Source: an optimization exercise on an open RTL-to-GDS flow (aim: small area and a short achievable clock period). Production flows keep margins and buffers that such runs may drop.
At most, simulation tests tie the RTL to the original design; equivalence was not proved.
For run 1, only the layout was checked, not whether the RTL still works.
Power and IR drop assume default switching activity.

File: design/flow/constraint.sdc
create_clock -name core_clock -period 6.0 [get_ports {clk}]
set_input_delay 1.2000 -clock core_clock [delete_from_list [all_inputs] [get_ports {clk}]]
set_output_delay 1.2000 -clock core_clock [all_outputs]
set_load 0.01 [all_outputs]
File: design/flow/config.mk
export PLATFORM = sky130hd
export DESIGN_NAME = wav_riff_stream_parser
export DESIGN_NICKNAME = wav_riff_stream_parser
export VERILOG_FILES = /design/flow/design.v
export SDC_FILE = /design/flow/constraint.sdc
export NUM_CORES = 4
export LEC_CHECK = 0
export ABC_AREA = 0
export CAP_MARGIN = 20
export CORE_MARGIN = 2
export CORE_UTILIZATION = 40
export CTS_BUF_LIST = sky130_fd_sc_hd__clkbuf_8
export SETUP_SLACK_MARGIN = 3.6
export SLEW_MARGIN = 20
File: design/flow/flow/run.sh
#!/bin/bash
# The standard layout (the standard.sh: standard synthesis and ORFS flow),
# with one change: the port buffers are buf_1 cells instead of the default
# choice. Each tool's full output stays in ORFS's own logs under orfs/logs;
# make's output goes to flow_make.log here.
set -euo pipefail
bash standard.sh "BUFFER_PORTS_ARGS=-buffer_cell sky130_fd_sc_hd__buf_1" finish > flow_make.log 2>&1
File: design/flow/standard.sh
#!/bin/bash
# synth_recipe.tcl (not shown) runs the flow's synth.tcl, then flattens the netlist and writes it again
# the make line also repeats each setting of config.mk as NAME=value (left out here)
make -C /OpenROAD-flow-scripts/flow DESIGN_CONFIG=/design/flow/config.mk WORK_HOME=/design/flow/orfs CLKGATE_MAP_FILE= SYNTH_SCRIPT=/design/flow/synth_recipe.tcl "${@:-finish}"
File: design/flow/design.v
`default_nettype none
package wrp_pkg;
    localparam logic [31:0] ID_RIFF_LE = 32'h4646_4952;
    localparam logic [31:0] ID_RIFF_SW = 32'h5249_4646;
    localparam logic [31:0] ID_FMT_LE  = 32'h2074_6D66;
    localparam logic [31:0] ID_FMT_SW  = 32'h666D_7420;
    localparam logic [31:0] ID_DATA_LE = 32'h6174_6164;
    localparam logic [31:0] ID_DATA_SW = 32'h6461_7461;
    localparam logic [31:0] TAG_WAVE   = 32'h4556_4157;
    localparam logic [4:0] WORD_BYTES    = 5'd4;
    localparam logic [4:0] FMT_TAG_END   = 5'd1;
    localparam logic [4:0] FMT_CHAN_END  = 5'd3;
    localparam logic [4:0] FMT_RATE_END  = 5'd7;
    localparam logic [4:0] FMT_BITS_END  = 5'd15;
    localparam logic [4:0] FMT_FIELD_SAT = 5'd16;
    localparam logic [15:0] PCM_TAG   = 16'd1;
    localparam logic [15:0] BITS_8    = 16'd8;
    localparam logic [15:0] BITS_16   = 16'd16;
    localparam logic [15:0] CHAN_MONO = 16'd1;
    localparam logic [15:0] CHAN_STEREO = 16'd2;
    localparam logic [1:0] KIND_FORMAT = 2'd0;
    localparam logic [1:0] KIND_SAMPLE = 2'd1;
    localparam logic [1:0] KIND_ERROR  = 2'd2;
    localparam logic [2:0] ERR_NONE      = 3'd0;
    localparam logic [2:0] ERR_NO_RIFF   = 3'd1;
    localparam logic [2:0] ERR_NO_WAVE   = 3'd2;
    localparam logic [2:0] ERR_NO_FMT    = 3'd3;
    localparam logic [2:0] ERR_NOT_PCM   = 3'd4;
    localparam logic [2:0] ERR_BAD_CHAN  = 3'd5;
    localparam logic [2:0] ERR_BAD_BITS  = 3'd6;
    localparam logic [2:0] ERR_NO_DATA   = 3'd7;
    typedef struct packed {
        logic [1:0]  out_kind;
        logic [15:0] sample_word;
        logic [1:0]  channel_count;
        logic [4:0]  sample_bits;
        logic [31:0] sample_rate_hz;
        logic [2:0]  error_code;
        logic        last_of_file;
    } result_t;
    typedef struct packed {
        logic    valid;
        result_t data;
    } push_t;
    function automatic logic [31:0] swap32(input logic [31:0] v);
        swap32 = {v[7:0], v[15:8], v[23:16], v[31:24]};
    endfunction
    function automatic logic [2:0] format_check(
        input logic [15:0] tag,
        input logic [15:0] chans,
        input logic [15:0] bits
    );
        if (tag != PCM_TAG)
            format_check = ERR_NOT_PCM;
        else if (chans != CHAN_MONO && chans != CHAN_STEREO)
            format_check = ERR_BAD_CHAN;
        else if (bits != BITS_8 && bits != BITS_16)
            format_check = ERR_BAD_BITS;
        else
            format_check = ERR_NONE;
    endfunction
endpackage
`default_nettype wire
`default_nettype none
module wav_riff_stream_parser (
    input  wire             clk,
    input  wire             rst_n,
    input  wire             bytes_valid,
    output wire             bytes_ready,
    input  wire  [7:0]      bytes_in_byte,
    input  wire             bytes_end_of_file,
    output wire             results_valid,
    input  wire             results_ready,
    output wire  [1:0]      results_out_kind,
    output wire  [15:0]     results_sample_word,
    output wire  [1:0]      results_channel_count,
    output wire  [4:0]      results_sample_bits,
    output wire  [31:0]     results_sample_rate_hz,
    output wire  [2:0]      results_error_code,
    output wire             results_last_of_file
);
    localparam logic [1:0] KIND_FORMAT = wrp_pkg::KIND_FORMAT;
    localparam logic [1:0] KIND_SAMPLE = wrp_pkg::KIND_SAMPLE;
    localparam logic [1:0] KIND_ERROR  = wrp_pkg::KIND_ERROR;
    localparam logic [2:0] PH_HDR   = 3'd0;
    localparam logic [2:0] PH_CHK   = 3'd1;
    localparam logic [2:0] PH_FMT   = 3'd2;
    localparam logic [2:0] PH_SKIP  = 3'd3;
    localparam logic [2:0] PH_DATA  = 3'd4;
    localparam logic [2:0] PH_DRAIN = 3'd5;
    logic [1:0]  step;
    logic        ready_q;
    logic        proc;                
    logic        dec;                 
    logic        outv;
    logic [2:0]  phase;
    logic [4:0]  cnt;
    logic        swapped;
    logic        seen;
    logic [7:0]  r0, r1, r2, r3;      
    logic [7:0]  c0, c1, c2, c3;      
    logic        rb, cb, kb;          
    logic        kf;                  
    logic        rza, a1, a2;         
    logic        rz;                  
    logic        cl;                  
    logic        clt3;                
    logic        ma, mb;              
    logic        tagok;
    logic [1:0]  chan_q;
    logic [1:0]  bits_q;              
    logic [31:0] rate_q;
    logic [15:0] word_q;
    logic        eof_q;
    logic        r_load, c_load;      
    logic [1:0]  kind_q;
    logic [2:0]  err_q;
    logic        last_q;
    logic        emit_q, clrf_q, clrw_q;
    assign bytes_ready            = ready_q;
    assign results_valid          = outv;
    assign results_out_kind       = kind_q;
    assign results_sample_word    = word_q;
    assign results_channel_count  = chan_q;
    assign results_sample_bits    = {bits_q, 3'b000};
    assign results_sample_rate_hz = rate_q;
    assign results_error_code     = err_q;
    assign results_last_of_file   = last_q;
    logic st0, st3, upd0, pfin;
    assign st0  = (step == 2'd0);
    assign st3  = (step == 2'd3);
    assign upd0 = proc && st0;
    assign pfin = proc && st3;
    logic ph_hdr, ph_chk, ph_fmt, ph_skip, ph_data;
    assign ph_hdr  = (phase == PH_HDR);
    assign ph_chk  = (phase == PH_CHK);
    assign ph_fmt  = (phase == PH_FMT);
    assign ph_skip = (phase == PH_SKIP);
    assign ph_data = (phase == PH_DATA);
    logic        b16;
    logic        data8;
    logic        hsel;
    logic [7:0]  b;
    logic [1:0]  k;
    logic [1:0]  tgt;
    assign b16   = bits_q[1];
    assign data8 = ph_data && !b16;
    assign hsel  = (cnt[0] ^ swapped) &&
                   ((ph_fmt && (cnt[4:2] != 3'd1)) || (ph_data && b16));
    assign b     = word_q[7:0];
    assign k     = cnt[1:0];
    assign tgt   = cnt[1:0] ^ {swapped, swapped};
    logic f1, f2, f8, f16;
    assign f1  = (word_q == 16'd1);
    assign f2  = (word_q == 16'd2);
    assign f8  = (word_q == 16'd8);
    assign f16 = (word_q == 16'd16);
    logic       r_dec, c_dec;
    logic       r_bin, c_bin, k_bin;
    logic       accept, nxt_proc;
    logic [7:0] r_alu, c_alu, w_sl;
    logic [7:0] r_bw, c_bw;
    logic [7:0] w_lt, w_gt;
    logic       k_lt;
    assign accept   = ready_q && bytes_valid;
    assign nxt_proc = accept || (proc && !st3);
    assign r_dec    = !rz && ((ph_hdr && cnt[3]) || ph_chk || ph_fmt || ph_skip);
    assign c_dec    = ph_fmt || ph_skip || ph_data;
    assign r_bin = rb;
    assign c_bin = cb;
    assign k_bin = kb;
    always_comb
    begin
        for (int i = 0; i < 8; i++)
        begin
            r_bw[i] = r_bin && ((r3 & ((8'd1 << i) - 8'd1)) == 8'd0);
            c_bw[i] = c_bin && ((c3 & ((8'd1 << i) - 8'd1)) == 8'd0);
        end
    end
    assign r_alu = r_load ? b : (r3 ^ r_bw);
    assign c_alu = c_load ? b : (c3 ^ c_bw);
    assign w_sl = c_load ? b : c3;
    assign w_lt = ~w_sl & r3;
    assign w_gt = w_sl & ~r3;
    logic [3:0] lt2, gt2;
    logic [1:0] lt4, gt4;
    logic       lt8, gt8;
    always_comb
    begin
        for (int i = 0; i < 4; i++)
        begin
            lt2[i] = w_lt[2*i+1] || (!w_gt[2*i+1] && w_lt[2*i]);
            gt2[i] = w_gt[2*i+1] || (!w_lt[2*i+1] && w_gt[2*i]);
        end
        for (int i = 0; i < 2; i++)
        begin
            lt4[i] = lt2[2*i+1] || (!gt2[2*i+1] && lt2[2*i]);
            gt4[i] = gt2[2*i+1] || (!lt2[2*i+1] && gt2[2*i]);
        end
        lt8 = lt4[1] || (!gt4[1] && lt4[0]);
        gt8 = gt4[1] || (!lt4[1] && gt4[0]);
    end
    assign k_lt = lt8 || (!gt8 && k_bin);
    logic zr, zc, zc1, zc2;
    assign zr  = r_load ? (b == 8'd0) : ((r3[7:1] == 7'd0) && (r3[0] == r_bin));
    assign zc  = c_load ? (b == 8'd0) : ((c3[7:1] == 7'd0) && (c3[0] == c_bin));
    assign zc1 = c_load ? (b[7:1] == 7'd0) :
                 c_bin  ? ((c3[7:2] == 6'd0) && (c3[1] ^ c3[0])) : (c3[7:1] == 7'd0);
    assign zc2 = c_load ? (b[7:2] == 6'd0) :
                 c_bin  ? (((c3[7:3] == 5'd0) && (c3[2:0] != 3'd0)) || (c3 == 8'd4))
                        : (c3[7:2] == 6'd0);
    logic wz1, wlt3;
    assign wz1     = a1 && zc;
    assign wlt3    = a2 && zc && !(c2[1] && c2[0]);
    always_ff @(posedge clk)
    begin
        r0 <= r_alu;
        r1 <= r0;
        r2 <= r1;
        r3 <= r2;
        c0 <= c_alu;
        c1 <= c0;
        c2 <= c1;
        c3 <= c2;
        rb <= st3 ? (accept && r_dec) : (r_bw[7] && !r3[7]);
        cb <= st3 ? (accept && c_dec) : (c_bw[7] && !c3[7]);
        kb <= !st3 && k_lt;
        kf <= k_lt;
        r_load <= nxt_proc && ph_hdr && (cnt[3:2] == 2'd1) && ((step + 2'd1) == tgt);
        c_load <= nxt_proc && ph_chk && cnt[2] && ((step + 2'd1) == tgt);
        rza <= (st0 || rza) && zr;
        a1  <= st0 ? zc1 : (a1 && zc);
        a2  <= st0 ? zc2 : (a2 && zc);
        if (st3)
        begin
            rz   <= rza && zr;
            cl   <= wz1;
            clt3 <= wlt3;
        end
    end
    logic       cand;
    logic [7:0] e_a;
    assign cand = (k != 2'd0) ? mb :
                  ph_hdr      ? b[2] :
                  swapped     ? b[0] : !b[1];
    always_comb
    begin
        e_a = 8'h00;
        if (ph_hdr && cnt[3])
        begin
            case (k)             
                2'd0: e_a = 8'h57;
                2'd1: e_a = 8'h41;
                2'd2: e_a = 8'h56;
                default: e_a = 8'h45;
            endcase
        end
        else
        begin
            case ({ph_hdr, swapped && !ph_hdr, cand, k})
                5'b10000: e_a = 8'h52;
                5'b10001: e_a = 8'h49;
                5'b10010: e_a = 8'h46;
                5'b10011: e_a = 8'h46;
                5'b10100: e_a = 8'h46;
                5'b10101: e_a = 8'h46;
                5'b10110: e_a = 8'h49;
                5'b10111: e_a = 8'h52;
                5'b00000: e_a = 8'h66;
                5'b00001: e_a = 8'h6D;
                5'b00010: e_a = 8'h74;
                5'b00011: e_a = 8'h20;
                5'b00100: e_a = 8'h64;
                5'b00101: e_a = 8'h61;
                5'b00110: e_a = 8'h74;
                5'b00111: e_a = 8'h61;
                5'b01000: e_a = 8'h20;
                5'b01001: e_a = 8'h74;
                5'b01010: e_a = 8'h6D;
                5'b01011: e_a = 8'h66;
                5'b01100: e_a = 8'h61;
                5'b01101: e_a = 8'h74;
                5'b01110: e_a = 8'h61;
                default:  e_a = 8'h64;
            endcase
        end
    end
    logic mlo, mhi;
    always_ff @(posedge clk)
    begin
        mlo <= (b[3:0] == e_a[3:0]);
        mhi <= (b[7:4] == e_a[7:4]);
        if (proc && (step == 2'd1) && id_byte)
            ma <= ((k == 2'd0) || ma) && mlo && mhi;
    end
    logic id_byte, fmt_start, rate_wr;
    assign id_byte   = (ph_hdr && (cnt[3:2] != 2'd1)) || (ph_chk && !cnt[2]);
    assign fmt_start = ph_chk && (cnt == 5'd7) && ma && !mb && !seen;
    assign rate_wr   = upd0 && ph_fmt && (cnt[4:2] == 3'd1);
    logic d_hdr_r, d_hdr_w, d_hdr3, d_hdr11, d_chk0z, d_chk_adv, d_sz;
    logic d_fmt15, d_fmtlt15, d_fmtge16, d_skip, d_d8, d_d16lo, d_d16hi, d_drain;
    assign d_hdr3    = ph_hdr && (cnt == 5'd3);
    assign d_hdr11   = ph_hdr && (cnt == 5'd11);
    assign d_hdr_w   = ph_hdr && (cnt >= 5'd7) && (cnt <= 5'd10);
    assign d_hdr_r   = ph_hdr && (cnt <= 5'd6) && (cnt != 5'd3);
    assign d_chk0z   = ph_chk && (cnt == 5'd0) && rz;
    assign d_chk_adv = ph_chk && (cnt <= 5'd6) && !((cnt == 5'd0) && rz);
    assign d_sz      = ph_chk && (cnt == 5'd7);
    assign d_fmt15   = ph_fmt && (cnt == 5'd15);
    assign d_fmtlt15 = ph_fmt && (cnt < 5'd15);
    assign d_fmtge16 = ph_fmt && cnt[4];
    assign d_skip    = ph_skip;
    assign d_d8      = ph_data && !b16;
    assign d_d16lo   = ph_data && b16 && !cnt[0];
    assign d_d16hi   = ph_data && b16 && cnt[0];
    assign d_drain   = !(ph_hdr || ph_chk || ph_fmt || ph_skip || ph_data);
    logic s_hdr_r, s_hdr_w, s_hdr3, s_hdr11, s_chk0z, s_chk_adv, s_sz;
    logic s_fmt15, s_fmtlt15, s_fmtge16, s_skip, s_d8, s_d16lo, s_d16hi, s_drain;
    logic ok;
    always_ff @(posedge clk)
    begin
        s_hdr_r   <= d_hdr_r;
        s_hdr_w   <= d_hdr_w;
        s_hdr3    <= d_hdr3;
        s_hdr11   <= d_hdr11;
        s_chk0z   <= d_chk0z;
        s_chk_adv <= d_chk_adv;
        s_sz      <= d_sz;
        s_fmt15   <= d_fmt15;
        s_fmtlt15 <= d_fmtlt15;
        s_fmtge16 <= d_fmtge16;
        s_skip    <= d_skip;
        s_d8      <= d_d8;
        s_d16lo   <= d_d16lo;
        s_d16hi   <= d_d16hi;
        s_drain   <= d_drain;
        ok        <= tagok && (chan_q != 2'd0) && (bits_q != 2'd0);
    end
    logic chanz;
    assign chanz = (chan_q == 2'd0);
    logic emit_ne, emit_e, emit, sample, format, last;
    logic g_a, g_1, g_2, g_f, g_7;
    logic [2:0] err;
    logic [1:0] kind;
    assign emit_ne = (s_hdr3 && !ma) || (s_hdr11 && !ma) || s_chk0z ||
                     s_fmt15 || (s_fmtlt15 && cl) || s_d8 || s_d16hi;
    assign emit_e  = !s_drain;
    assign emit    = eof_q ? emit_e : emit_ne;
    assign sample  = s_d8 || s_d16hi;
    assign format  = s_fmt15 && ok && !eof_q;
    assign kind    = sample ? KIND_SAMPLE : format ? KIND_FORMAT : KIND_ERROR;
    assign last    = eof_q || !((s_fmt15 && ok) || (s_d8 && !cl) || (s_d16hi && !clt3));
    assign g_a   = s_chk0z || s_chk_adv || s_fmtge16 || s_skip ||
                   (s_hdr11 && ma) || (s_fmtlt15 && !cl);           
    assign g_1   = s_hdr3 || s_hdr_r;
    assign g_2   = (s_hdr11 && !ma) || s_hdr_w;
    assign g_f   = (s_fmt15 && !ok) || (s_fmtlt15 && cl);            
    assign g_7   = (s_fmt15 && ok && eof_q) || s_d16lo;
    assign err[2] = (g_a && seen) || g_f || g_7;
    assign err[1] = g_a || g_2 || (g_f && tagok && !chanz) || g_7;
    assign err[0] = g_a || g_1 || (g_f && tagok && chanz) || g_7;
    logic go_drain, go_chk;
    logic [2:0] ph_n;
    logic [4:0] cnt_n, cnt_inc;
    logic c_inc, c_one, c_zero;
    assign go_drain = (emit_ne && !sample && !(s_fmt15 && ok)) ||
                      (s_d8 && cl) || (s_d16hi && clt3);
    assign go_chk   = (s_hdr11 && ma) || (((s_fmt15 && ok) || s_fmtge16 || s_skip) && cl);
    assign ph_n     = go_drain ? PH_DRAIN : go_chk ? PH_CHK : phase;
    assign cnt_inc = cnt + 5'd1;
    assign c_inc   = s_hdr_r || s_hdr_w || s_hdr3 || s_chk_adv || s_fmtlt15 ||
                     (s_fmt15 && !(ok && cl));
    assign c_one   = s_d16lo;
    assign c_zero  = s_hdr11 || (s_fmt15 && ok && cl) || (s_fmtge16 && cl) || s_d16hi;
    assign cnt_n   = c_inc ? cnt_inc : c_one ? 5'd1 : c_zero ? 5'd0 : cnt;
    logic fmtk, datk, othk;
    logic sz_wz, sz_ed, sz_tb, sz_emit;
    logic [2:0] sz_err, sz_ph;
    assign fmtk   = ma && !mb && !seen;
    assign datk   = ma && mb;
    assign othk   = !fmtk && !datk;
    assign sz_wz  = cl && !c3[0];
    assign sz_ed  = b16 ? cl : sz_wz;
    assign sz_tb  = c0[7] || (!kf && !sz_wz);
    assign sz_emit = fmtk ? (sz_wz || eof_q) :
                     datk ? (!seen || (eof_q && !sz_ed)) :
                            (sz_tb || eof_q);
    assign sz_err  = fmtk ? (sz_wz ? 3'd4 : 3'd3) : {seen, 2'b11};
    assign sz_ph   = fmtk ? (sz_wz ? PH_DRAIN : PH_FMT) :
                     datk ? ((!seen || sz_ed) ? PH_DRAIN : PH_DATA) :
                            (sz_tb ? PH_DRAIN : sz_wz ? PH_CHK : PH_SKIP);
    always_ff @(posedge clk or negedge rst_n)
    begin
        if (!rst_n)
        begin
            step    <= 2'd0;
            ready_q <= 1'b0;
            proc    <= 1'b0;
            dec     <= 1'b0;
            outv    <= 1'b0;
            phase   <= PH_HDR;
            cnt     <= 5'd0;
            swapped <= 1'b0;
            seen    <= 1'b0;
        end
        else
        begin
            step    <= step + 2'd1;
            ready_q <= (step == 2'd2) && !proc && !dec && !(outv && !results_ready);
            if (ready_q && bytes_valid)
                proc <= 1'b1;
            else if (st3)
                proc <= 1'b0;
            dec <= pfin;
            if (dec)
                outv <= s_sz ? sz_emit : emit_q;
            else if (results_ready)
                outv <= 1'b0;
            if ((pfin && !s_sz) || (dec && s_sz))
            begin
                if (eof_q)
                begin
                    phase   <= PH_HDR;
                    cnt     <= 5'd0;
                    swapped <= 1'b0;
                    seen    <= 1'b0;
                end
                else if (s_sz)
                begin
                    phase   <= sz_ph;
                    cnt     <= 5'd0;
                end
                else
                begin
                    phase   <= ph_n;
                    cnt     <= cnt_n;
                    if (s_hdr3)
                        swapped <= mb;
                    if (s_fmt15 && ok)
                        seen <= 1'b1;
                end
            end
        end
    end
    always_ff @(posedge clk)
    begin
        if (ready_q)
        begin
            eof_q  <= bytes_end_of_file;
            if (data8)
                word_q <= {8'd0, bytes_in_byte};
            else if (hsel)
                word_q[15:8] <= bytes_in_byte;
            else
                word_q[7:0] <= bytes_in_byte;
        end
        else if (dec && clrw_q)
            word_q <= 16'd0;
        if (upd0)
        begin
            if (id_byte)
                mb <= cand;
            if (fmt_start)
                tagok <= 1'b0;
            else if (ph_fmt && (cnt == 5'd1))
                tagok <= f1;
        end
        if (pfin)
        begin
            emit_q <= emit;
            clrf_q <= s_sz ? !seen : (emit && !(seen || (s_fmt15 && ok)));
            clrw_q <= s_sz || (emit && !sample);
            kind_q <= kind;
            err_q  <= err;
            last_q <= last;
        end
        else if (dec && s_sz)
        begin
            kind_q <= KIND_ERROR;
            err_q  <= sz_err;
            last_q <= 1'b1;
        end
        if (dec && clrf_q)
        begin
            chan_q <= 2'd0;
            bits_q <= 2'd0;
            rate_q <= 32'd0;
        end
        else
        begin
            if (upd0 && fmt_start)
            begin
                chan_q <= 2'd0;
                bits_q <= 2'd0;
            end
            else if (upd0 && ph_fmt && (cnt == 5'd3))
                chan_q <= {f2, f1};
            else if (upd0 && ph_fmt && (cnt == 5'd15))
                bits_q <= {f16, f8};
            if (rate_wr && tgt == 2'd0)
                rate_q[7:0]   <= b;
            if (rate_wr && tgt == 2'd1)
                rate_q[15:8]  <= b;
            if (rate_wr && tgt == 2'd2)
                rate_q[23:16] <= b;
            if (rate_wr && tgt == 2'd3)
                rate_q[31:24] <= b;
        end
    end
endmodule
`default_nettype wire
==> out/results.tsv, run 1 <==
metric	value	unit
Sw Share	26.7	%
IO Port Bufs	72	
I/O pins	76	
drt drc	0	
RSZ-0062 raised after global routing	yes	
peak supply drop	0.000136	V
Layout area overhead	14.2	%
vias in the first global route	5220	
Post-synth EDFFs	32	
top post-synthesis cells by area	dfxtp_1 35%, edfxtp_1 13%, mux2i_1 6.3%	
CORE AREA	17900	µm²
Worst-Skew Late Latency	0.47	ns
clock skew	0.0140	ns
Max-slew headroom	58.3	%
Hold WC Path Type	reg2reg	
Max Buffers Root-to-Sink	2	
internal power	1650	µW
Clock Pin Slew Worst Setup and Hold Paths	0.09	ns
Yosys top cell by area	dfxtp_1	
first-pass GRT wire length	28300	µm
Comb power frac	9.0	%
setup TNS	0	ns
Worst Path Required	6.37	ns
Seq pwr share	55.4	%
# hold bufs at CTS	0	
Site Rows	49	
post-DP HPWL	12200	µm
switching pwr	598	µW
CTS tree	built	
antenna violations before repair	0	
Clk network pwr share	35.5	%
Placed Area	7700	µm²
Mapped Cells	731	
DR WL/cell	17.2	µm
Cell Pwr Density	270	nW/µm²
worst setup path class	reg2reg	
syn_area_per_cell	9.95	µm²
H-tree level count	4	
max-cap viol count	0	
Total GRT Usage	18.8	%
worst r2r src	phase[2]	
Post-Syn Area	7280	µm²
worst slack at placement	3.16	ns
storage element area	3910	µm²
largest net degree at the start of global routing	33	
critical path startpoint	phase[2]	
final worst slack	3.48	ns
Design Area, Final	8310	µm²
area of the multi-input gates	3180	µm²
worst-margin pin slew	0.625	ns
Die Ht	139	µm
dominant synthesized flop cell	dfxtp_1	
Hold Fails Final Rpt	0	
WHS	0.323	ns
Yosys reg bits	175	
Worst Setup Start Kind	flop	
Seq/Total Area, Yosys	53.7	%
Layout Nets	833	
Slew Viols, Final	0	
outcome	finished clean	
FMAX	397	MHz
FFs w/ async S/R, synth	9.14	%
CTS Buf Count	17	
period utilization	42.0	%
via total after detailed routing	5417	
Pleak	0.00350	µW
GR Overflow Total	0	
post-synth top area share	34.9	%
Iteration-0 DRC Markers	306	
layout cells sized above 1	11.5	%
initial core utilization	40.6	%
CP endpoint kind	flop	
Routed Antenna Nets	0	
fill cell count	1750	
routability cong.	0.878	
Yosys warnings	1	
Root Buffer	clkbuf_8	
min-delay src	c2[3]	
WL final	17900	µm
Period minus WS final	2.52	ns
die area	19300	µm²
drt via density	5.18	
n_diodes	0	
crit path DAT	2.89	ns
post-synthesis cell type count	72	
final setup violation count	0	
first-pass detailed-route iteration total	6	
Die Wd	139	µm
Worst Path Max Fanout	15	
clock sink total	175	
## synth_stat cells (all sizes together), types with 4 or more instances
cell type / number
nand3: 12
o21ai: 41
xnor2: 10
a21oi: 32
a2111oi: 4
dfxtp: 127
edfxtp: 32
o22ai: 6
and2: 15
and3: 11
nor3: 18
nor2: 86
nor2b: 19
nand2b: 4
nor4: 11
inv: 32
or4: 5
mux2: 6
o21a: 4
nand2: 67
o31ai: 5
ha: 16
a31oi: 7
clkbuf: 31
dfrtp: 16
buf: 9
xor2: 6
mux2i: 46
## state kept, by name, summed over array words and instances (netlist names), 2 cells and up
| name | count |
|---|---|
| err_q | 3 |
| c3 | 8 |
| c2 | 8 |
| c1 | 8 |
| word_q | 16 |
| cnt | 5 |
| chan_q | 2 |
| bits_q | 2 |
| r3 | 8 |
| r2 | 8 |
| kind_q | 2 |
| phase | 3 |
| step | 2 |
| rate_q | 32 |
| r1 | 8 |
| c0 | 8 |
| r0 | 8 |
## worst max-delay path, cell delays in order, from the launching register on
cell,delay (ns)
dfrtp_1,0.56
or3_1,0.63
nand2_4,0.16
nor4_2,0.05
a31o_1,0.21
or4_4,0.48
a2111oi_2,0.34
## path summary, 6_finish.rpt
path	endpoint	slack (ns)	cells after the start
worst max-delay path	mlo	3.48	6
worst min-delay path	c3[3]	0.32	0
worst max register to register	mlo	3.48	6
worst min register to register	c3[3]	0.32	0
max in group asynchronous	cnt[0]	4.96	1
min in group asynchronous	seen	0.66	1
## per-layer routing
metal  routed length [µm]  track usage (%)  up-vias
met5                    0                0        -
met4                  420             6.06        0
met3                  595             4.21       30
met2                 8550             30.7      122
met1                 8380             25.0     2559
li1                     -                -     2706
## what timing repair did
action | CTS | global route
pin swaps | 0 | 2
gates resized for setup | 10 | 14
hold endpoints to repair | 0 | 0
buffers inserted | 12 | 7
setup endpoints to repair | 26 | 32
## placed cells by master (no fill, tap or decap), drive strengths merged, types with 12 or more instances in the layout
cell / Yosys / final
o21ai: 41 / 41
clkbuf: 31 / 19
nor2b: 19 / 19
inv: 32 / 37
edfxtp: 32 / 32
ha: 16 / 16
nand3: 12 / 12
nor2: 86 / 86
and2: 15 / 15
mux2i: 46 / 46
dfrtp: 16 / 16
a21oi: 32 / 32
dfxtp: 127 / 127
nand2: 67 / 67
nor3: 18 / 18
buf: 9 / 91
## cell families after synthesis
group           share of synthesized area (%)
xor+xnor                                 1.93
buf+inv                                  4.13
other cells                            0.0515
compound gates                           11.8
mux                                      7.26
simple gates                             18.2
fa+ha+maj                                3.03
flops                                    53.7
## metrics by stage
stage / power [µW] / util (%) / instances
final: 2240 / 46.4 / 1046
after global routing: 2330 / 46.4 / 1046
after CTS: 2240 / 45.8 / 1039
after detailed placement: 1450 / 43.0 / 995
after global placement: 1450 / 43.0 / 995
after floorplan: 1410 / - / 733
## power groups by stage
stage / logic, µW / clock network (µW) / registers (µW)
after floorplan: 157 / 0 / 1250
after global placement: 172 / 0 / 1280
after detailed placement: 170 / 0 / 1280
after CTS: 185 / 816 / 1240
after global routing: 221 / 865 / 1250
final: 203 / 797 / 1240
## cell type report
cell class	count	area share, %
repair buffers	92	5.08
clock inverters	14	1.61
clock buffers	18	2.98
inverters	32	1.49
well taps	229	3.45
multi-input cells	486	38.3
flip-flops and latches	175	47.1
==> run 2, diff against run 1 <==
--- a/design/flow/design.v
+++ b/design/flow/design.v
@@ -82,18 +82,18 @@
     localparam logic [1:0] KIND_FORMAT = wrp_pkg::KIND_FORMAT;
     localparam logic [1:0] KIND_SAMPLE = wrp_pkg::KIND_SAMPLE;
     localparam logic [1:0] KIND_ERROR  = wrp_pkg::KIND_ERROR;
-    localparam logic [2:0] PH_HDR   = 3'd0;
-    localparam logic [2:0] PH_CHK   = 3'd1;
-    localparam logic [2:0] PH_FMT   = 3'd2;
-    localparam logic [2:0] PH_SKIP  = 3'd3;
-    localparam logic [2:0] PH_DATA  = 3'd4;
-    localparam logic [2:0] PH_DRAIN = 3'd5;
+    localparam logic [5:0] PH_HDR   = 6'b000001;
+    localparam logic [5:0] PH_CHK   = 6'b000010;
+    localparam logic [5:0] PH_FMT   = 6'b000100;
+    localparam logic [5:0] PH_SKIP  = 6'b001000;
+    localparam logic [5:0] PH_DATA  = 6'b010000;
+    localparam logic [5:0] PH_DRAIN = 6'b100000;
     logic [1:0]  step;
     logic        ready_q;
     logic        proc;                
     logic        dec;                 
     logic        outv;
-    logic [2:0]  phase;
+    logic [5:0]  phase;
     logic [4:0]  cnt;
     logic        swapped;
     logic        seen;
@@ -112,6 +112,7 @@
     logic [31:0] rate_q;
     logic [15:0] word_q;
     logic        eof_q;
+    logic        cand0;               
     logic        r_load, c_load;      
     logic [1:0]  kind_q;
     logic [2:0]  err_q;
@@ -132,11 +133,11 @@
     assign upd0 = proc && st0;
     assign pfin = proc && st3;
     logic ph_hdr, ph_chk, ph_fmt, ph_skip, ph_data;
-    assign ph_hdr  = (phase == PH_HDR);
-    assign ph_chk  = (phase == PH_CHK);
-    assign ph_fmt  = (phase == PH_FMT);
-    assign ph_skip = (phase == PH_SKIP);
-    assign ph_data = (phase == PH_DATA);
+    assign ph_hdr  = phase[0];
+    assign ph_chk  = phase[1];
+    assign ph_fmt  = phase[2];
+    assign ph_skip = phase[3];
+    assign ph_data = phase[4];
     logic        b16;
     logic        data8;
     logic        hsel;
@@ -240,9 +241,7 @@
     end
     logic       cand;
     logic [7:0] e_a;
-    assign cand = (k != 2'd0) ? mb :
-                  ph_hdr      ? b[2] :
-                  swapped     ? b[0] : !b[1];
+    assign cand = (k != 2'd0) ? mb : cand0;
     always_comb
     begin
         e_a = 8'h00;
@@ -313,7 +312,7 @@
     assign d_d8      = ph_data && !b16;
     assign d_d16lo   = ph_data && b16 && !cnt[0];
     assign d_d16hi   = ph_data && b16 && cnt[0];
-    assign d_drain   = !(ph_hdr || ph_chk || ph_fmt || ph_skip || ph_data);
+    assign d_drain   = phase[5];
     logic s_hdr_r, s_hdr_w, s_hdr3, s_hdr11, s_chk0z, s_chk_adv, s_sz;
     logic s_fmt15, s_fmtlt15, s_fmtge16, s_skip, s_d8, s_d16lo, s_d16hi, s_drain;
     logic ok;
@@ -360,7 +359,7 @@
     assign err[1] = g_a || g_2 || (g_f && tagok && !chanz) || g_7;
     assign err[0] = g_a || g_1 || (g_f && tagok && chanz) || g_7;
     logic go_drain, go_chk;
-    logic [2:0] ph_n;
+    logic [5:0] ph_n;
     logic [4:0] cnt_n, cnt_inc;
     logic c_inc, c_one, c_zero;
     assign go_drain = (emit_ne && !sample && !(s_fmt15 && ok)) ||
@@ -375,7 +374,8 @@
     assign cnt_n   = c_inc ? cnt_inc : c_one ? 5'd1 : c_zero ? 5'd0 : cnt;
     logic fmtk, datk, othk;
     logic sz_wz, sz_ed, sz_tb, sz_emit;
-    logic [2:0] sz_err, sz_ph;
+    logic [2:0] sz_err;
+    logic [5:0] sz_ph;
     assign fmtk   = ma && !mb && !seen;
     assign datk   = ma && mb;
     assign othk   = !fmtk && !datk;
@@ -447,6 +447,8 @@
         if (ready_q)
         begin
             eof_q  <= bytes_end_of_file;
+            cand0  <= ph_hdr  ? bytes_in_byte[2] :
+                      swapped ? bytes_in_byte[0] : !bytes_in_byte[1];
             if (data8)
                 word_q <= {8'd0, bytes_in_byte};
             else if (hsel)
--- a/design/flow/config.mk
+++ b/design/flow/config.mk
@@ -9,6 +9,7 @@
 export CAP_MARGIN = 20
 export CORE_MARGIN = 2
 export CORE_UTILIZATION = 40
-export CTS_BUF_LIST = sky130_fd_sc_hd__clkbuf_8
+export CTS_BUF_LIST = sky130_fd_sc_hd__clkbuf_8 sky130_fd_sc_hd__clkbuf_16
+export CTS_CLUSTER_SIZE = 30
 export SETUP_SLACK_MARGIN = 3.6
 export SLEW_MARGIN = 20
==> out/results.tsv, run 2 <==
metric	value	unit
H-tree level count	4	
GR Overflow Total	0	
outcome	finished clean	
Mapped Cells	720	
Top reg by flops	rate_q	
Worst Path Max Fanout	18	
storage element area	4020	µm²
Post-synth top cells	127 x dfxtp_1, 80 x nor2_1, 61 x nand2_1, 47 x mux2i_1, 40 x o21ai_0	
n_diodes	0	
first-pass GRT wire length	29200	µm
syn_area_per_cell	10.2	µm²
Total GRT Usage	19.3	%
die area	19500	µm²
register-to-register setup slack	3.68	ns
Synth Area in Adders	3.01	%
first-pass detailed-route iteration total	5	
via total after detailed routing	5463	
Site Rows	49	
Sw Share	24.7	%
most common cell after layout, fill and taps aside	dfxtp_1	
Yosys reg bits	179	
setup TNS	0	ns
Placed Area	7760	µm²
Synth Area in Compound Gates	10.9	%
DR WL/cell	17.7	µm
crit-path cells	buf_6 -> clkbuf_2	
Critical Path Max Stage Delay	0.34	ns
period utilization	38.9	%
FFs w/ async S/R, synth	10.6	%
# hold bufs at CTS	0	
I/O pins	76	
worst setup path class	reg2out	
drt via density	5.24	
final setup violation count	0	
initial core utilization	40.8	%
RSZ-0062 raised after global routing	yes	
top post-synthesis cells by area	dfxtp_1 35%, edfxtp_1 13%, mux2i_1 6.4%	
crit path DAT	1.13	ns
max reg flops	32	
post-synthesis simple-gate area fraction	16.9	%
Comb power frac	6.0	%
Seq/Total Area, Yosys	54.5	%
Period minus WS final	2.33	ns
Worst-Skew Late Latency	0.43	ns
worst-margin pin slew	0.664	ns
max-cap viol count	0	
main combinational cell family by area after synthesis	simple AND/OR/NAND/NOR gates	
drt drc	0	
antenna violations before repair	0	
vias in the first global route	5190	
switching pwr	612	µW
Hold Fails Final Rpt	0	
Hold WC Path Type	reg2reg	
peak supply drop	0.000207	V
IO Port Bufs	72	
clock skew	0.00902	ns
Post-synth EDFFs	33	
hold path cells	0	
clock sink total	179	
Root Buffer	clkbuf_16	
largest net degree at the start of global routing	34	
Max Buffers Root-to-Sink	2	
Max-slew headroom	55.8	%
area of the multi-input gates	3140	µm²
Routed Antenna Nets	0	
dominant synthesized flop cell	dfxtp_1	
Seq pwr share	50.8	%
Yosys warnings	1	
CORE AREA	18000	µm²
Die Wd	140	µm
Iteration-0 DRC Markers	352	
layout cells sized above 1	12.2	%
multiplexer share of the synthesized area	7.77	%
FMAX	428	MHz
post-DP HPWL	12500	µm
Clock Pin Slew Worst Setup and Hold Paths	0.07	ns
CTS Buf Count	17	
Slew Viols, Final	0	
Layout Nets	829	
post-synth top area share	34.6	%
WL final	18400	µm
CTS tree	built	
Worst Path Required	4.80	ns
Clk network pwr share	43.2	%
Design Area, Final	8660	µm²
Worst Setup Start Kind	flop	
post-synthesis cell type count	66	
most frequent cells in the layout	126 x dfxtp_1, 80 x nor2_1, 71 x buf_1	
Yosys top cell by area	dfxtp_1	
Die Ht	140	µm
internal power	1860	µW
Post-Syn Area	7350	µm²
top flop regs	rate_q: 32 flops, word_q: 16 flops	
fill cell count	1731	
Layout area overhead	17.8	%
Cell Pwr Density	286	nW/µm²
Max stage delay cell, worst path	dfrtp_1	
CP endpoint kind	primary output	
routability cong.	0.850	
FF-to-FF path depth	9	
Pleak	0.00331	µW
xor/xnor share of the synthesized area	2.74	%
cell with the most instances after synthesis	dfxtp_1	
## run 2: final cells by class
| cell class | count | share of cell area [%] |
|---|---|---|
| Sequential cell | 179 | 46.4 |
| Multi-Input combinational cell | 471 | 36.2 |
| Timing Repair Buffer | 99 | 6.10 |
| Clock buffer | 18 | 5.07 |
| Tap cell | 229 | 3.31 |
| Clock inverter | 14 | 1.55 |
| Inverter | 32 | 1.39 |
## run 2: per-layer routing
metal,vias up,wire (µm),GRT usage (%)
met1,2587,8810,28.0
li1,2656,-,-
met5,-,0,0
met2,191,7950,28.4
met4,0,302,5.84
met3,29,1380,4.75
## run 2: critical path, delay by kind of cell, from the launching register on
kind     cells  cell delay (ns)
flops        1             0.34
buf+inv      2             0.36
## run 2: timing repair
action,CTS,global route
gates resized for setup,12,12
endpoints found under the setup margin,54,45
pin swaps,4,2
buffers inserted,15,9
## run 2: power groups by stage
stage	Combinational (µW)	Clock, µW	Sequential (µW)
detailed placement	112	0	1290
CTS	128	1090	1260
global placement	113	0	1290
finish	150	1070	1260
floorplan	97.4	0	1270
global route	166	1140	1260
## run 2: cell families after synthesis
family / Yosys count
xor+xnor: 23
buf+inv: 72
fa+ha+maj: 18
flops: 179
simple gates: 251
mux: 56
other cells: 1
compound gates: 120
## run 2: metrics by stage
step	utilization, %	worst slack, ns	std cells	total power, µW	hold slack, ns
6_report	48.1	3.67	1042	2480	0.323
5_1_grt	48.1	3.50	1042	2560	0.325
4_1_cts	47.4	3.44	1033	2480	0.321
3_5_place_dp	43.1	3.07	986	1400	0.312
3_3_place_gp	43.1	3.18	986	1400	0.310
2_1_floorplan	-	3.67	722	1370	0.310
## run 2: path summary, 6_finish.rpt
| path | start | endpoint |
|---|---|---|
| max in group asynchronous | rst_n | phase[0] |
| hold reg to reg | c0[0] | c1[0] |
| hold / removal | c0[0] | c1[0] |
| setup / recovery | ready_q | bytes_ready |
| setup reg to reg | cnt[0] | mlo |
| min in group asynchronous | rst_n | seen |
==> run 3, diff against run 2 <==
--- a/design/flow/config.mk
+++ b/design/flow/config.mk
@@ -9,7 +9,6 @@
 export CAP_MARGIN = 20
 export CORE_MARGIN = 2
 export CORE_UTILIZATION = 40
-export CTS_BUF_LIST = sky130_fd_sc_hd__clkbuf_8 sky130_fd_sc_hd__clkbuf_16
-export CTS_CLUSTER_SIZE = 30
-export SETUP_SLACK_MARGIN = 3.6
+export CTS_BUF_LIST = sky130_fd_sc_hd__clkbuf_8
+export SETUP_SLACK_MARGIN = 4.0
 export SLEW_MARGIN = 20
==> out/results.tsv, run 3 <==
metric	value	unit
outcome	finished clean	
die area	19500	µm²
n_diodes	0	
period utilization	38.7	%
Slew Viols, Final	0	
Design Power	2260	µW
critical path's top delay family	flip-flops	
post-synthesis cell type count	66	
Worst Path Max Fanout	2	
M3 GR Usage	4.47	%
# hold bufs at CTS	0	
met2 usage	32.2	%
Pleak	0.00379	µW
Most Crowded Layer GR	met2	
syn_area_per_cell	10.2	µm²
fill cell count	1606	
Hold WC Path Type	reg2reg	
Seq/Total Area, Yosys	54.5	%
crit-path cells	buf_1	
IO Port Bufs	72	
Buf+Inv Stages, Crit Path	1	
vias in the first global route	5682	
worst setup path class	reg2out	
Post-Syn Area	7350	µm²
drt drc	0	
setup TNS	0	ns
most common cell after layout, fill and taps aside	dfxtp_1	
cell with the most instances after synthesis	dfxtp_1	
Global Route met1 Usage	27.3	%
Die Ht	140	µm
Layout Cells excl Fill	1084	
final core occ	52.5	%
top post-synthesis cells by area	dfxtp_1 35%, edfxtp_1 13%, mux2i_1 6.4%	
RSZ-0062 raised after global routing	yes	
Worst Path Required	4.80	ns
drt via density	5.34	
Cell Pwr Density	239	nW/µm²
Top reg by flops	rate_q	
clock sink total	179	
Max stage delay cell, worst path	edfxtp_1	
Max Buffers Root-to-Sink	2	
WHS	0.318	ns
FMAX	431	MHz
final setup violation count	0	
CTS Buf Count	17	
peak supply drop	0.000141	V
H-tree level count	4	
post-DP HPWL	12700	µm
Die Wd	140	µm
Root Buffer	clkbuf_8	
GR Overflow Total	0	
Layout area overhead	28.6	%
layout cells sized above 1	31.8	%
CP endpoint kind	primary output	
first-pass detailed-route iteration total	5	
CORE AREA	18000	µm²
dominant synthesized flop cell	dfxtp_1	
Iteration-0 DRC Markers	282	
most frequent cells in the layout	89 x dfxtp_1, 78 x nor2_1, 59 x buf_4	
Clock Pin Slew Worst Setup and Hold Paths	0.12	ns
antenna violations before repair	0	
largest net degree at the start of global routing	34	
via total after detailed routing	5792	
max reg flops	32	
Total GRT Usage	20.4	%
clock skew	0.0191	ns
WL final	20000	µm
crit path DAT	1.12	ns
Post-synth top cells	127 x dfxtp_1, 80 x nor2_1, 61 x nand2_1, 47 x mux2i_1, 40 x o21ai_0	
I/O pins	76	
routability cong.	0.852	
Site Rows	49	
Period minus WS final	2.32	ns
CTS tree	built	
first-pass GRT wire length	31000	µm
Layout Nets	871	
post-synth top area share	34.6	%
Yosys reg bits	179	
Yosys top cell by area	dfxtp_1	
max-cap viol count	0	
FFs w/ async S/R, synth	10.6	%
top flop regs	rate_q: 32 flops, word_q: 16 flops	
Max-slew headroom	56.0	%
Critical Path Max Stage Delay	0.49	ns
Routed Antenna Nets	0	
worst-margin pin slew	0.658	ns
Yosys warnings	1	
DP Cell Count	985	
Worst-Skew Late Latency	0.47	ns
Mapped Cells	720	
initial core utilization	40.8	%
DR WL/cell	18.4	µm
Worst Setup Start Kind	flop	
Hold Fails Final Rpt	0	
Post-synth EDFFs	33	
## run 3: cell counts after synthesis
Identical to the previous run, type by type.
## run 3: logic make-up (layout without fill, tap and decap cells)
group	after synthesis	after routing	synth area share, %
and+or+nand+nor	251	251	16.9
DFF	179	179	54.5
AOI/OAI and AO/OA	120	120	10.9
buffers and inverters	72	205	4.05
muxes	56	56	7.77
xor gates and xnor gates	23	23	2.74
adders and majority gates	18	18	3.01
other	1	3	0.0510
## run 3: metrics by stage
stage | setup slack, ns | area [µm²]
final | 3.68 | 9460
after global routing | 3.64 | 9460
after CTS | 3.65 | 9160
after detailed placement | 3.24 | 7780
after global placement | 3.26 | 7780
after floorplan | 3.87 | 7420
## run 3: layout make-up
class	count	area, µm²	area share, %
Clock buffer	17	234	2.47
Clock inverter	15	183	1.93
Inverter	32	125	1.32
Multi-Input combinational cell	471	3400	35.9
Sequential cell	179	4080	43.1
Tap cell	229	287	3.03
Timing Repair Buffer	141	1160	12.3
## run 3: worst paths after layout
kind	from	endpoint	slack, ns	depth (start not counted)
min in group asynchronous	rst_n	phase[3]	0.68	2
hold / removal	c0[1]	c1[1]	0.32	0
hold reg to reg	c0[1]	c1[1]	0.32	0
setup / recovery	word_q[1]	results_sample_word[1]	3.68	1
setup reg to reg	cnt[0]	mlo	3.74	10
max in group asynchronous	rst_n	phase[0]	5.02	2
## run 3: power breakdown
part           internal, µW  leakage [µW]  switching (µW)  total [µW]
combinational          78.8       0.00201            98.1         177
clock                   321      0.000209             511         832
sequential             1230       0.00157            20.3        1250
total                  1630       0.00379             630        2260
## run 3: metal layers
metal  wire length, µm  up-vias
met3              1320       35
met1              8900     2769
li1                  -     2748
met2              9260      240
met4               514        0
met5                 0        -
## run 3: timing repair
action	in CTS	in global routing
pin swaps	23	21
gates resized for setup	166	41
hold endpoints to repair	0	0
cloned	0	1
buffers inserted	44	22
endpoints found under the setup margin	139	131
## run 3: worst reg2reg max path: stages (launching register included)
cell and delay, ns:
dfrtp_2 0.45, buf_4 0.17, inv_4 0.12, ha_4 0.21, mux2i_4 0.37, buf_4 0.21
xnor2_1 0.06, o211ai_1 0.16, o21ai_0 0.13, xnor2_1 0.15, nor4_1 0.16
==> run 4, diff against run 3 <==
--- a/design/flow/config.mk
+++ b/design/flow/config.mk
@@ -10,5 +10,5 @@
 export CORE_MARGIN = 2
 export CORE_UTILIZATION = 40
 export CTS_BUF_LIST = sky130_fd_sc_hd__clkbuf_8
-export SETUP_SLACK_MARGIN = 4.0
+export SETUP_SLACK_MARGIN = 3.4
 export SLEW_MARGIN = 20
==> out/results.tsv, run 4 <==
metric	value	unit
Worst-Skew Late Latency	0.46	ns
Post-synth EDFFs	33	
FFs w/ async S/R, synth	10.6	%
layout cells sized above 1	10.2	%
Yosys warnings	1	
routability cong.	0.850	
Die Wd	140	µm
Max stage delay cell, worst path	edfxtp_1	
worst reg2reg path endpoint	mlo	
CTS Buf Count	17	
crit-path cells	buf_1	
worst slack at placement	3.07	ns
Seq/Total Area, Yosys	54.5	%
Max Buffers Root-to-Sink	2	
worst setup path class	reg2out	
RSZ-0062 raised after global routing	yes	
I/O pins	76	
worst r2r src	cnt[0]	
via total after detailed routing	5337	
Slew Viols, Final	0	
top flop regs	rate_q: 32 flops, word_q: 16 flops	
Layout area overhead	13.4	%
drt via density	5.17	
FF-to-FF path depth	8	
Sw Share	26.2	%
post-DP HPWL	12500	µm
register-to-register setup slack	3.54	ns
largest net degree at the start of global routing	34	
Hold Fails Final Rpt	0	
most frequent cells in the layout	126 x dfxtp_1, 80 x nor2_1, 72 x buf_1	
WL final	17900	µm
outcome	finished clean	
die area	19500	µm²
Yosys top cell by area	dfxtp_1	
WHS	0.325	ns
final setup violation count	0	
clock sink total	179	
GR Overflow Total	0	
Die Ht	140	µm
Top reg by flops	rate_q	
vias in the first global route	5137	
CORE AREA	18000	µm²
most common cell after layout, fill and taps aside	dfxtp_1	
drt drc	0	
top post-synthesis cells by area	dfxtp_1 35%, edfxtp_1 13%, mux2i_1 6.4%	
Iteration-0 DRC Markers	365	
Worst Path Required	4.80	ns
critical path's top delay family	flip-flops	
final core occ	46.3	%
number of cells on the critical path	1	
max-cap viol count	0	
setup TNS	0	ns
Clk network pwr share	36.3	%
Critical Path Max Stage Delay	0.63	ns
syn_area_per_cell	10.2	µm²
CTS tree	built	
max reg flops	32	
FMAX	401	MHz
period utilization	41.6	%
Buf+Inv Stages, Crit Path	1	
Mapped Cells	720	
Critical Path End	results_sample_word[7]	
Root Buffer	clkbuf_8	
initial core utilization	40.8	%
cell with the most instances after synthesis	dfxtp_1	
peak supply drop	0.000143	V
Site Rows	49	
Post-Syn Area	7350	µm²
Seq pwr share	57.8	%
crit path DAT	1.29	ns
Total GRT Usage	18.8	%
first-pass GRT wire length	28700	µm
# hold bufs at CTS	0	
post-synthesis cell type count	66	
internal power	1610	µW
Worst Path Max Fanout	9	
DR WL/cell	17.4	µm
Clock Pin Slew Worst Setup and Hold Paths	0.10	ns
switching pwr	571	µW
Routed Antenna Nets	0	
Max-slew headroom	36.7	%
Period minus WS final	2.49	ns
Post-synth top cells	127 x dfxtp_1, 80 x nor2_1, 61 x nand2_1, 47 x mux2i_1, 40 x o21ai_0	
Worst Setup Start Kind	flop	
Cell Pwr Density	261	nW/µm²
Layout Nets	819	
IO Port Bufs	72	
antenna violations before repair	0	
n_diodes	0	
Comb power frac	5.9	%
final worst slack	3.51	ns
post-synth top area share	34.6	%
H-tree level count	4	
dominant synthesized flop cell	dfxtp_1	
Hold WC Path Type	reg2reg	
Yosys reg bits	179	
first-pass detailed-route iteration total	5	
Pleak	0.00316	µW
clock skew	0.0139	ns
critical path startpoint	word_q[7]	
CP endpoint kind	primary output	
worst-margin pin slew	0.945	ns
run 4: cell counts after synthesis:
Identical to the previous run, type by type.
run 4: worst min-delay path by stage:
| stage | cells past startpoint | to | start | slack (ns) |
|---|---|---|---|---|
| 2_1_floorplan | 0 | c1[0] | c0[0] | 0.31 |
| 3_3_place_gp | 0 | c1[2] | c0[2] | 0.31 |
| 3_5_place_dp | 0 | c2[3] | c1[3] | 0.31 |
| 4_1_cts | 0 | c1[0] | c0[0] | 0.32 |
| 5_1_grt | 0 | c1[0] | c0[0] | 0.33 |
| 6_report | 0 | c1[2] | c0[2] | 0.33 |
run 4: final cells by class:
| class | instances | area [µm²] |
|---|---|---|
| Timing Repair Buffer | 89 | 435 |
| Clock inverter | 14 | 134 |
| Sequential cell | 179 | 4020 |
| Fill cell | 1766 | 9690 |
| Tap cell | 229 | 287 |
| Inverter | 32 | 120 |
| Clock buffer | 18 | 248 |
| Multi-Input combinational cell | 471 | 3100 |
run 4: power groups by stage:
stage	clock [µW]	combinational [µW]	sequential [µW]
2_1_floorplan	0	97.4	1270
3_3_place_gp	0	113	1290
3_5_place_dp	0	112	1290
4_1_cts	812	121	1260
5_1_grt	860	145	1260
6_report	791	128	1260
run 4: timing repair:
action / in CTS / in global routing
resized for setup: 2 / 11
endpoints found under the hold margin: 0 / 0
pin swaps: 0 / 3
setup endpoints to repair: 16 / 50
buffers inserted: 5 / 9
run 4: through the flow:
stage / cells / cell area [µm²] / total power, µW
2_1_floorplan: 722 / 7360 / 1370
3_3_place_gp: 986 / 7760 / 1400
3_5_place_dp: 986 / 7760 / 1400
4_1_cts: 1023 / 8190 / 2190
5_1_grt: 1032 / 8340 / 2270
6_report: 1032 / 8340 / 2180
run 4: cell families after synthesis:
kind of cell / Yosys count / synth area share (%)
AND/OR/NAND/NOR: 251 / 16.9
AO/OA/AOI/OAI: 120 / 10.9
adder cells (fa/ha/maj): 18 / 3.01
multiplexers: 56 / 7.77
flip-flops: 179 / 54.5
other: 1 / 0.0510
buffers and inverters: 72 / 4.05
XOR/XNOR: 23 / 2.74
run 4: routing by layer:
| metal | track usage [%] | vias to the layer above | share of wire (%) |
|---|---|---|---|
| li1 | - | 2640 | - |
| met4 | 5.05 | 0 | 1.3 |
| met1 | 27.1 | 2508 | 47 |
| met3 | 4.96 | 19 | 7.9 |
| met2 | 28.2 | 170 | 44 |
| met5 | 0 | - | 0 |
==> run 5, diff against run 4 <==
--- a/design/flow/config.mk
+++ b/design/flow/config.mk
@@ -5,10 +5,10 @@
 export SDC_FILE = /design/flow/constraint.sdc
 export NUM_CORES = 4
 export LEC_CHECK = 0
-export ABC_AREA = 0
+export ABC_AREA = 1
 export CAP_MARGIN = 20
 export CORE_MARGIN = 2
 export CORE_UTILIZATION = 40
 export CTS_BUF_LIST = sky130_fd_sc_hd__clkbuf_8
-export SETUP_SLACK_MARGIN = 3.4
+export SETUP_SLACK_MARGIN = 3.6
 export SLEW_MARGIN = 20
==> out/results.tsv, run 5 <==
metric	value	unit
Yosys warnings	1	
drt via density	4.91	
critical path startpoint	ready_q	
Period minus WS final	2.30	ns
vias in the first global route	5424	
max reg flops	32	
xor/xnor share of the synthesized area	0.928	%
fill cell count	1758	
Synth Area in Adders	2.75	%
top post-synthesis cells by area	dfxtp_1 35%, edfxtp_1 14%, nand2_1 8.6%	
Mapped Cells	854	
CTS Buf Count	17	
syn_area_per_cell	8.52	µm²
main combinational cell family by area after synthesis	simple AND/OR/NAND/NOR gates	
antenna violations before repair	0	
Clock Pin Slew Worst Setup and Hold Paths	0.10	ns
WHS	0.333	ns
layout cells sized above 1	8.21	%
n_diodes	0	
Yosys top cell by area	dfxtp_1	
# hold bufs at CTS	0	
post-synth top area share	34.9	%
Hold WC Path Type	reg2reg	
CTS tree	built	
Worst Setup Start Kind	flop	
IO Port Bufs	72	
Worst Path Max Fanout	4	
crit path DAT	1.10	ns
Die Wd	139	µm
FFs w/ async S/R, synth	10.6	%
FF-to-FF path depth	13	
post-DP HPWL	13400	µm
hold path cells	0	
crit-path cells	buf_1	
Synth Area in Compound Gates	12.4	%
period utilization	38.3	%
I/O pins	76	
number of cells on the critical path	1	
worst setup path class	reg2out	
Max Buffers Root-to-Sink	2	
Iteration-0 DRC Markers	347	
Die Ht	139	µm
Post-Syn Area	7280	µm²
Total GRT Usage	19.4	%
Pleak	0.00361	µW
outcome	finished clean	
Layout Nets	966	
H-tree level count	4	
post-synthesis cell type count	52	
Post-synth EDFFs	33	
multiplexer share of the synthesized area	0	%
clock sink total	179	
critical path's top delay family	flip-flops	
worst-margin pin slew	0.746	ns
via total after detailed routing	5792	
Seq/Total Area, Yosys	55.1	%
routability cong.	0.894	
post-synthesis simple-gate area fraction	20.6	%
Layout area overhead	12.9	%
Root Buffer	clkbuf_8	
Max stage delay cell, worst path	dfrtp_4	
CP endpoint kind	primary output	
worst r2r src	cnt[0]	
Design Power	2260	µW
most frequent cells in the layout	165 x nand2_1, 126 x dfxtp_1, 115 x inv_1	
Buf+Inv Stages, Crit Path	1	
min-delay src	c1[1]	
most common cell after layout, fill and taps aside	nand2_1	
CORE AREA	17900	µm²
clock skew	0.0140	ns
Cell Pwr Density	275	nW/µm²
Worst Path Required	4.80	ns
Post-synth top cells	166 x nand2_1, 127 x dfxtp_1, 115 x inv_1, 83 x nor2_1, 75 x o21ai_0	
peak supply drop	0.000157	V
largest net degree at the start of global routing	34	
drt drc	0	
Hold Fails Final Rpt	0	
GR Overflow Total	0	
top flop regs	rate_q: 32 flops, word_q: 16 flops	
setup TNS	0	ns
Slew Viols, Final	0	
die area	19300	µm²
first-pass detailed-route iteration total	4	
Critical Path Max Stage Delay	0.51	ns
cell with the most instances after synthesis	nand2_1	
initial core utilization	40.7	%
Top reg by flops	rate_q	
WL final	18300	µm
Site Rows	49	
Max-slew headroom	50.3	%
final setup violation count	0	
Yosys reg bits	179	
dominant synthesized flop cell	dfxtp_1	
Routed Antenna Nets	0	
max-cap viol count	0	
first-pass GRT wire length	29200	µm
FMAX	435	MHz
RSZ-0062 raised after global routing	no	
Worst-Skew Late Latency	0.47	ns
DR WL/cell	15.5	µm
[run 5: cell types whose count changed after synthesis, moves of 6 or more]
cell / delta
a21oi_1: +28
a31oi_1: -6
and2_1: -19
and3_1: -8
clkbuf_1: -20
inv_1: +83
mux2_2: -9
mux2i_1: -47
nand2_1: +105
nand2b_1: -10
nand3_1: +48
nor2b_1: -13
o21ai_0: +35
xnor2_1: -16
[run 5: final cells by class]
type	instances	area (µm²)	area share [%]
clock buffer	17	234	2.85
clock inverter	15	185	2.25
inverter	122	458	5.57
multi-input combinational	534	2690	32.7
sequential	179	4020	48.8
tap	229	287	3.49
timing repair buffer	83	354	4.31
[run 5: timing repair]
action	4_1_cts	5_1_grt
buffers inserted	8	2
setup endpoints to repair	10	11
gates resized for setup	2	7
endpoints found under the hold margin	0	0
[run 5: where the power goes]
group	total (µW)	leakage, µW	switching [µW]	internal, µW
registers	1260	0.00158	22.3	1240
clock network	853	0.000214	495	358
logic	147	0.00182	99.9	47.5
[run 5: kinds of logic (layout without fill, tap and decap cells)]
group	after synthesis	count (layout)
AO/OA/AOI/OAI	159	159
other	1	3
flip-flops	179	179
XOR/XNOR	6	6
adder cells (fa/ha/maj)	16	16
buffers and inverters	143	237
AND/OR/NAND/NOR	350	350
[run 5: per-stage QoR]
step                cells  cell area, µm²  util [%]  setup WS (ns)
floorplan             856            7290         -           4.21
global placement     1137            7720      43.1           3.69
detailed placement   1137            7720      43.1           3.69
CTS                  1177            8200      45.8           3.53
global route         1179            8220      45.9           3.60
finish               1179            8220      45.9           3.70
[run 5: routing by layer]
layer / track usage [%] / vias to the layer above / wire (µm)
met1: 27.3 / 2627 / 8710
met3: 4.14 / 21 / 1080
li1: - / 2967 / -
met2: 30.2 / 177 / 8250
met4: 5.90 / 0 / 265
met5: 0 / - / 0
[run 5: path summary, 6_finish.rpt]
check,end,slack (ns)
setup / recovery,bytes_ready,3.70
hold / removal,c2[1],0.33
setup reg to reg,mlo,3.82
hold reg to reg,c2[1],0.33
max in group asynchronous,ready_q,4.92
min in group asynchronous,dec,0.69
==> run 6, diff against run 5 <==
--- a/design/flow/config.mk
+++ b/design/flow/config.mk
@@ -10,5 +10,5 @@
 export CORE_MARGIN = 2
 export CORE_UTILIZATION = 40
 export CTS_BUF_LIST = sky130_fd_sc_hd__clkbuf_8
-export SETUP_SLACK_MARGIN = 3.6
+export SETUP_SLACK_MARGIN = 3.8
 export SLEW_MARGIN = 20
==> out/results.tsv, run 6 <==
metric	value	unit
outcome	finished clean	
worst setup path class	reg2out	
vias in the first global route	5467	
period utilization	38.0	%
top flop regs	rate_q: 32 flops, word_q: 16 flops	
syn_area_per_cell	8.52	µm²
Slew Viols, Final	0	
Hold WC Path Type	reg2reg	
final setup violation count	0	
H-tree level count	4	
Clock Pin Slew Worst Setup and Hold Paths	0.10	ns
worst slack at placement	3.69	ns
Period minus WS final	2.28	ns
Hold Fails Final Rpt	0	
Die Ht	139	µm
most frequent cells in the layout	165 x nand2_1, 113 x inv_1, 104 x dfxtp_1	
Post-Syn Area	7280	µm²
I/O pins	76	
FFs w/ async S/R, synth	10.6	%
min-delay src	c1[1]	
Die Wd	139	µm
DP Cell Count	1137	
antenna violations before repair	0	
setup TNS	0	ns
largest net degree at the start of global routing	34	
IO Port Bufs	72	
clock sink total	179	
Max-slew headroom	50.5	%
Cell Pwr Density	269	nW/µm²
final worst slack	3.72	ns
GR Overflow Total	0	
post-synth top area share	34.9	%
CTS Buf Count	17	
Layout Cells excl Fill	1186	
Worst-Skew Late Latency	0.47	ns
layout cells sized above 1	18.0	%
FMAX	438	MHz
Buf+Inv Stages, Crit Path	1	
cell with the most instances after synthesis	nand2_1	
die area	19300	µm²
Post-synth EDFFs	33	
max-cap viol count	0	
Top Metal Used	met4	
Seq/Total Area, Yosys	55.1	%
Pleak	0.00386	µW
Yosys warnings	1	
post-synthesis cell type count	52	
CP endpoint kind	primary output	
initial core utilization	40.7	%
Met2 Wirelength	8510	µm
Yosys top cell by area	dfxtp_1	
Top reg by flops	rate_q	
DR WL/cell	15.7	µm
CTS tree	built	
top post-synthesis cells by area	dfxtp_1 35%, edfxtp_1 14%, nand2_1 8.6%	
WL final	18600	µm
Iteration-0 DRC Markers	381	
Yosys reg bits	179	
Detail Route met3 WL	1130	µm
Critical Path Max Stage Delay	0.46	ns
routability cong.	0.894	
Root Buffer	clkbuf_8	
Site Rows	49	
Max Buffers Root-to-Sink	2	
Worst Path Required	4.80	ns
first-pass detailed-route iteration total	5	
crit path DAT	1.08	ns
Max stage delay cell, worst path	edfxtp_1	
drt via density	4.96	
Worst Setup Start Kind	flop	
dominant synthesized flop cell	dfxtp_1	
WHS	0.333	ns
drt drc	0	
clock skew	0.0150	ns
post-DP HPWL	13400	µm
critical path's top delay family	flip-flops	
worst r2r src	cnt[2]	
Layout Nets	973	
Routed Antenna Nets	0	
Layout area overhead	16.0	%
most common cell after layout, fill and taps aside	nand2_1	
Worst Path Max Fanout	2	
peak supply drop	0.000153	V
Mapped Cells	854	
Total GRT Usage	19.6	%
CORE AREA	17900	µm²
Post-synth top cells	166 x nand2_1, 127 x dfxtp_1, 115 x inv_1, 83 x nor2_1, 75 x o21ai_0	
critical path startpoint	word_q[2]	
max reg flops	32	
via total after detailed routing	5880	
worst-margin pin slew	0.742	ns
crit-path cells	buf_1	
# hold bufs at CTS	0	
n_diodes	0	
RSZ-0062 raised after global routing	yes	
Post-Route M1 WL	8710	µm
first-pass GRT wire length	29400	µm
==> run 6: report_power, final <==
| group | total (µW) | internal [µW] | switching, µW |
|---|---|---|---|
| combinational | 154 | 51.7 | 102 |
| sequential | 1260 | 1240 | 22.5 |
| clock | 853 | 358 | 494 |
==> run 6: worst paths after layout <==
kind	slack (ns)	to	depth (start not counted)
worst min register to register	0.33	c2[1]	0
worst min-delay path	0.33	c2[1]	0
worst max register to register	3.96	word_q[12]	6
max in group asynchronous	4.94	cnt[0]	1
worst max-delay path	3.72	results_sample_word[2]	1
min in group asynchronous	0.69	swapped	1
==> run 6: cell families (layout without fill, tap and decap cells) <==
group,Yosys count,count (layout),synth area share [%]
compound gates,159,159,12.4
flops,179,179,55.1
xor+xnor,6,6,0.928
other cells,1,3,0.0515
fa+ha+maj,16,16,2.75
simple gates,350,350,20.6
buf+inv,143,244,8.15
==> run 6: layout make-up <==
cell class	instances	area [µm²]
Tap cell	229	287
Sequential cell	179	4050
Clock buffer	17	234
Inverter	122	463
Multi-Input combinational cell	534	2740
Timing Repair Buffer	90	493
Clock inverter	15	185
Fill cell	1746	9460
==> run 6: worst register-to-register path, delay by kind of cell (launching register included) <==
kind | cells | cell delay, ns
DFF | 1 | 0.46
AOI/OAI and AO/OA | 3 | 0.92
and+or+nand+nor | 1 | 0.07
buffers and inverters | 2 | 0.24
==> run 6: through the flow <==
step           power [µW]  instance area, µm²  utilization, %
6_report             2270                8440            47.2
5_1_grt              2360                8440            47.2
4_1_cts              2280                8280            46.2
3_5_place_dp         1430                7720            43.1
3_3_place_gp         1430                7720            43.1
2_1_floorplan        1380                7290               -
==> run 6: timing repair <==
item	4_1_cts	5_1_grt
pin swaps	0	0
resized for setup	39	75
endpoints found under the setup margin	48	94
buffers inserted	12	5
==> run 6: per-layer routing <==
layer	vias up	global-route usage, %
met5	-	0
met4	0	5.90
met3	23	4.14
met2	182	30.4
met1	2688	27.6
li1	2987	-

==> port drivers added, routing unchanged <==
How much do the figures lean on ideal ports? The routed layouts below were timed once more, with nothing changed but the port constraints. Step 1 sets driving cells, clkbuf_16 on the clock port and buf_2 on the other inputs (assumed; they add their load-dependent delay and slew). Step 2 times the ports against the registers' clock, not the clock port: input delays grow and output delays shrink by t, the midpoint of the rising clock arrivals with the driver on. Three values: ideal, step 1, step 2; two values: the first two.
run	t (ns)	setup WS [ns]	hold WS [ns]	worst slew at a driven data input, ns
run 1	0.504	3.480 / 3.480 / 3.480	0.323 / 0.323 / 0.323	0.03
run 2	0.468	3.666 / 3.622 / 3.680	0.323 / 0.323 / 0.323	0.04
run 3	0.505	3.680 / 3.639 / 3.739	0.318 / 0.318 / 0.318	0.05
run 4	0.492	3.505 / 3.467 / 3.538	0.325 / 0.325 / 0.325	0.04
run 5	0.496	3.701 / 3.663 / 3.817	0.333 / 0.333 / 0.333	0.05
run 6	0.494	3.719 / 3.681 / 3.852	0.333 / 0.333 / 0.333	0.05
After both steps setup and hold are still met in every run listed.
